Background: an optimization exercise with open tools, aiming at small area and a short achievable clock period. Do not read the settings as production practice.
Where RTL was checked, it was by simulation tests only, not by an equivalence proof against the original.

==> flow/design.v (excerpt) <==
module pulse_sched_gen #(
  parameter int TW        = 32,
  parameter int QW        = 16,
  parameter int NTEMP     = 3,
  parameter int PULSE_LEN = 4,
  parameter int TNC_GAP   = 8
)(
  input  logic                  clk,
  input  logic                  rst,
  input  logic                  tick_1us,
  input  logic                  sync_in,
  input  logic                  load,
  input  logic                  en_cal,
  input  logic                  en_noise,
  input  logic [3:0]            n_temp,
  input  logic [15:0]           cal_dly,
  input  logic [TW-1:0]         dt_cal,
  input  logic [TW-1:0]         dt_noise,
  input  logic [NTEMP*TW-1:0]   p_ni,
  input  logic [NTEMP*TW-1:0]   p_ii,
  input  logic [NTEMP*TW-1:0]   p_np,
  input  logic [NTEMP*TW-1:0]   p_ip,
  input  logic [NTEMP*QW-1:0]   qit,
  output logic                  tni,
  output logic                  tki,
  output logic                  tnp,
  output logic                  tkp,
  output logic                  tobm,
  output logic                  tnc,
  output logic                  i_izl,
  output logic                  i_get,
  output logic                  error,
  output logic                  busy,
  output logic [3:0]            cur_train,
  output logic [TW-1:0]         time_now
);
  localparam int CW = $clog2(PULSE_LEN);
  localparam int NP = NTEMP + 2;           
  logic [2:0] s_tk, s_sy, s_ld;
  logic tk_r, sy_r, ld_r, tkv;
  logic ld_s;                                 
  logic st_start, st_arm, st_run, st_endw;    
  logic [NP-1:0] en_v;                        
  logic [15:0] sh_cal_dly;
  logic [TW-1:0] sh_dt_cal, sh_dt_noise;
  logic [NTEMP*TW-1:0] sh_ni, sh_ii, sh_np, sh_ip;
  logic [NTEMP*QW-1:0] sh_qit;
  logic [NP:0] ps, ps_first, ps_next, ps_arm;  
  logic [QW-1:0] rep1, q_cur;                 
  logic done;                                 
  logic [1:0] ct;                             
  logic [3:0][TW-1:0] ofs;                    
  logic [TW-1:0] el;                          
  logic [TW-1:0] pa, pb, pc, pd;
  localparam int HW = TW / 2;
  logic [TW-1:0] s2, c2, s3, c3;              
  logic [HW:0] l1, l2, l3;                    
  logic [HW-1:0] a_h, b_h, c_h, d_h, x2, y2, x3, y3;  
  logic [HW-1:0] h1, h2, h3;                  
  ...
For scale: ~780 flip-flops, ~570 I/O pins, ~0.042 sq mm of cells after synthesis.
export LEC_CHECK = 0
export CAP_MARGIN = 20
export CORE_MARGIN = 2
export CORE_UTILIZATION = 40
export SLEW_MARGIN = 20
create_clock -name core_clock -period 11.0 [get_ports {clk}]
standard.sh (not shown) runs the stock make flow with config.mk's settings and CLKGATE_MAP_FILE= SYNTH_SCRIPT=/design/flow/synth_recipe.tcl, a recipe that flattens the netlist after the stock synthesis.
==> flow/flow/run.sh <==
#!/bin/bash
# The standard layout (standard.sh, with its standard synthesis), with extra ORFS settings:
# plain buf_1 cells as the port buffers, and a setup margin that makes timing repair aim for
# more slack than the clock period needs. The clock period and constraints are unchanged.
set -euo pipefail
bash standard.sh finish SETUP_SLACK_MARGIN=7.5 CTS_CLUSTER_SIZE=24 CTS_CLUSTER_DIAMETER=100 CORE_UTILIZATION=50 "BUFFER_PORTS_ARGS=-buffer_cell sky130_fd_sc_hd__buf_1" > standard.log 2>&1
The starting point ran to the end with no violations.
Edit:
--- a/flow/design.v
+++ b/flow/design.v
@@ -93,31 +93,37 @@
     for (int k = 0; k < NTEMP; k++)
       q = q | ({QW{ps[k+2] & ld_s}} & qit[k*QW +: QW]) | ({QW{ps[k+2] & ~ld_s}} & sh_qit[k*QW +: QW]);
     q_cur = q;
   end
   assign ps_arm = st_start ? ps_first : done ? ps_next : ps;
   always_comb begin
-    logic [TW-1:0] a, b, c, d;
-    logic [NP-1:0] si, ss;
-    si = ps_arm[NP-1:0] & {NP{ld_s}};
-    ss = ps_arm[NP-1:0] & {NP{~ld_s}};
-    a = ps_arm[NP] ? TW'(TNC_GAP) : '0;
-    b = '0;
-    c = ({TW{si[0] | si[1]}} & TW'(cal_dly)) | ({TW{ss[0] | ss[1]}} & TW'(sh_cal_dly));
-    d = ({TW{si[0]}} & dt_cal) | ({TW{ss[0]}} & sh_dt_cal) |
-        ({TW{si[1]}} & dt_noise) | ({TW{ss[1]}} & sh_dt_noise);
+    logic [TW-1:0] ia, ib, ic, id, sa, sb, sc, sd;
+    logic [NP-1:0] q;
+    q = ps_arm[NP-1:0];
+    ic = {TW{q[0] | q[1]}} & TW'(cal_dly);
+    sc = {TW{q[0] | q[1]}} & TW'(sh_cal_dly);
+    id = ({TW{q[0]}} & dt_cal) | ({TW{q[1]}} & dt_noise);
+    sd = ({TW{q[0]}} & sh_dt_cal) | ({TW{q[1]}} & sh_dt_noise);
+    ia = '0;
+    ib = '0;
+    sa = '0;
+    sb = '0;
     for (int k = 0; k < NTEMP; k++) begin
-      a = a | ({TW{si[k+2]}} & p_ni[k*TW +: TW]) | ({TW{ss[k+2]}} & sh_ni[k*TW +: TW]);
-      b = b | ({TW{si[k+2]}} & p_ii[k*TW +: TW]) | ({TW{ss[k+2]}} & sh_ii[k*TW +: TW]);
-      c = c | ({TW{si[k+2]}} & p_np[k*TW +: TW]) | ({TW{ss[k+2]}} & sh_np[k*TW +: TW]);
-      d = d | ({TW{si[k+2]}} & p_ip[k*TW +: TW]) | ({TW{ss[k+2]}} & sh_ip[k*TW +: TW]);
-    end
-    pa = a;
-    pb = b;
-    pc = c;
-    pd = d;
+      ia = ia | ({TW{q[k+2]}} & p_ni[k*TW +: TW]);
+      ib = ib | ({TW{q[k+2]}} & p_ii[k*TW +: TW]);
+      ic = ic | ({TW{q[k+2]}} & p_np[k*TW +: TW]);
+      id = id | ({TW{q[k+2]}} & p_ip[k*TW +: TW]);
+      sa = sa | ({TW{q[k+2]}} & sh_ni[k*TW +: TW]);
+      sb = sb | ({TW{q[k+2]}} & sh_ii[k*TW +: TW]);
+      sc = sc | ({TW{q[k+2]}} & sh_np[k*TW +: TW]);
+      sd = sd | ({TW{q[k+2]}} & sh_ip[k*TW +: TW]);
+    end
+    pa = (ld_s ? ia : sa) | (ps_arm[NP] ? TW'(TNC_GAP) : '0);
+    pb = ld_s ? ib : sb;
+    pc = ld_s ? ic : sc;
+    pd = ld_s ? id : sd;
   end
   assign s2 = ofs[0] ^ ofs[1] ^ ofs[2];
   assign c2 = {(ofs[0][TW-2:0] & ofs[1][TW-2:0]) | (ofs[0][TW-2:0] & ofs[2][TW-2:0]) |
                (ofs[1][TW-2:0] & ofs[2][TW-2:0]), 1'b0};
   assign s3 = s2 ^ c2 ^ ofs[3];
   assign c3 = {(s2[TW-2:0] & c2[TW-2:0]) | (s2[TW-2:0] & ofs[3][TW-2:0]) |
=> Clock skew shrinks by 7.3 ps. Final cell count grows slightly. Wire length stays flat. Sequential cell count stays the same. Global-route usage grows by 0.33 points. First-iteration DRC count shrinks by a quarter to a third.
Function not checked in the second run of this note: the RTL went through the layout flow alone.

==> static timing again, ports no longer ideal <==
The flow's constraints put no driver on any port. The routed layouts listed below were extracted and timed again, unchanged, in two steps.
Step 1 assumes that a clkbuf_16 drives the clock port and a buf_2 every other input.
Step 2 moves the port delays by t, midway between the first and last clock arrival at a register: inputs arrive t later, outputs are due t later. That takes back most of the time a late clock gives input paths.
Slacks: no drivers / after step 1 / after step 2; pairs: no drivers / after step 1.
run | t, ns | setup slack, ns | worst setup path after step 2
the first run | 0.698 | 7.297 / 7.297 / 6.690 | input to register
the second run | 0.699 | 7.090 / 7.129 / 6.430 | input to register
After both steps every run listed still meets setup and hold. For the second run, which loses most, drivers alone change the setup slack by +0.039 ns; drivers and shift together by -0.660 ns.
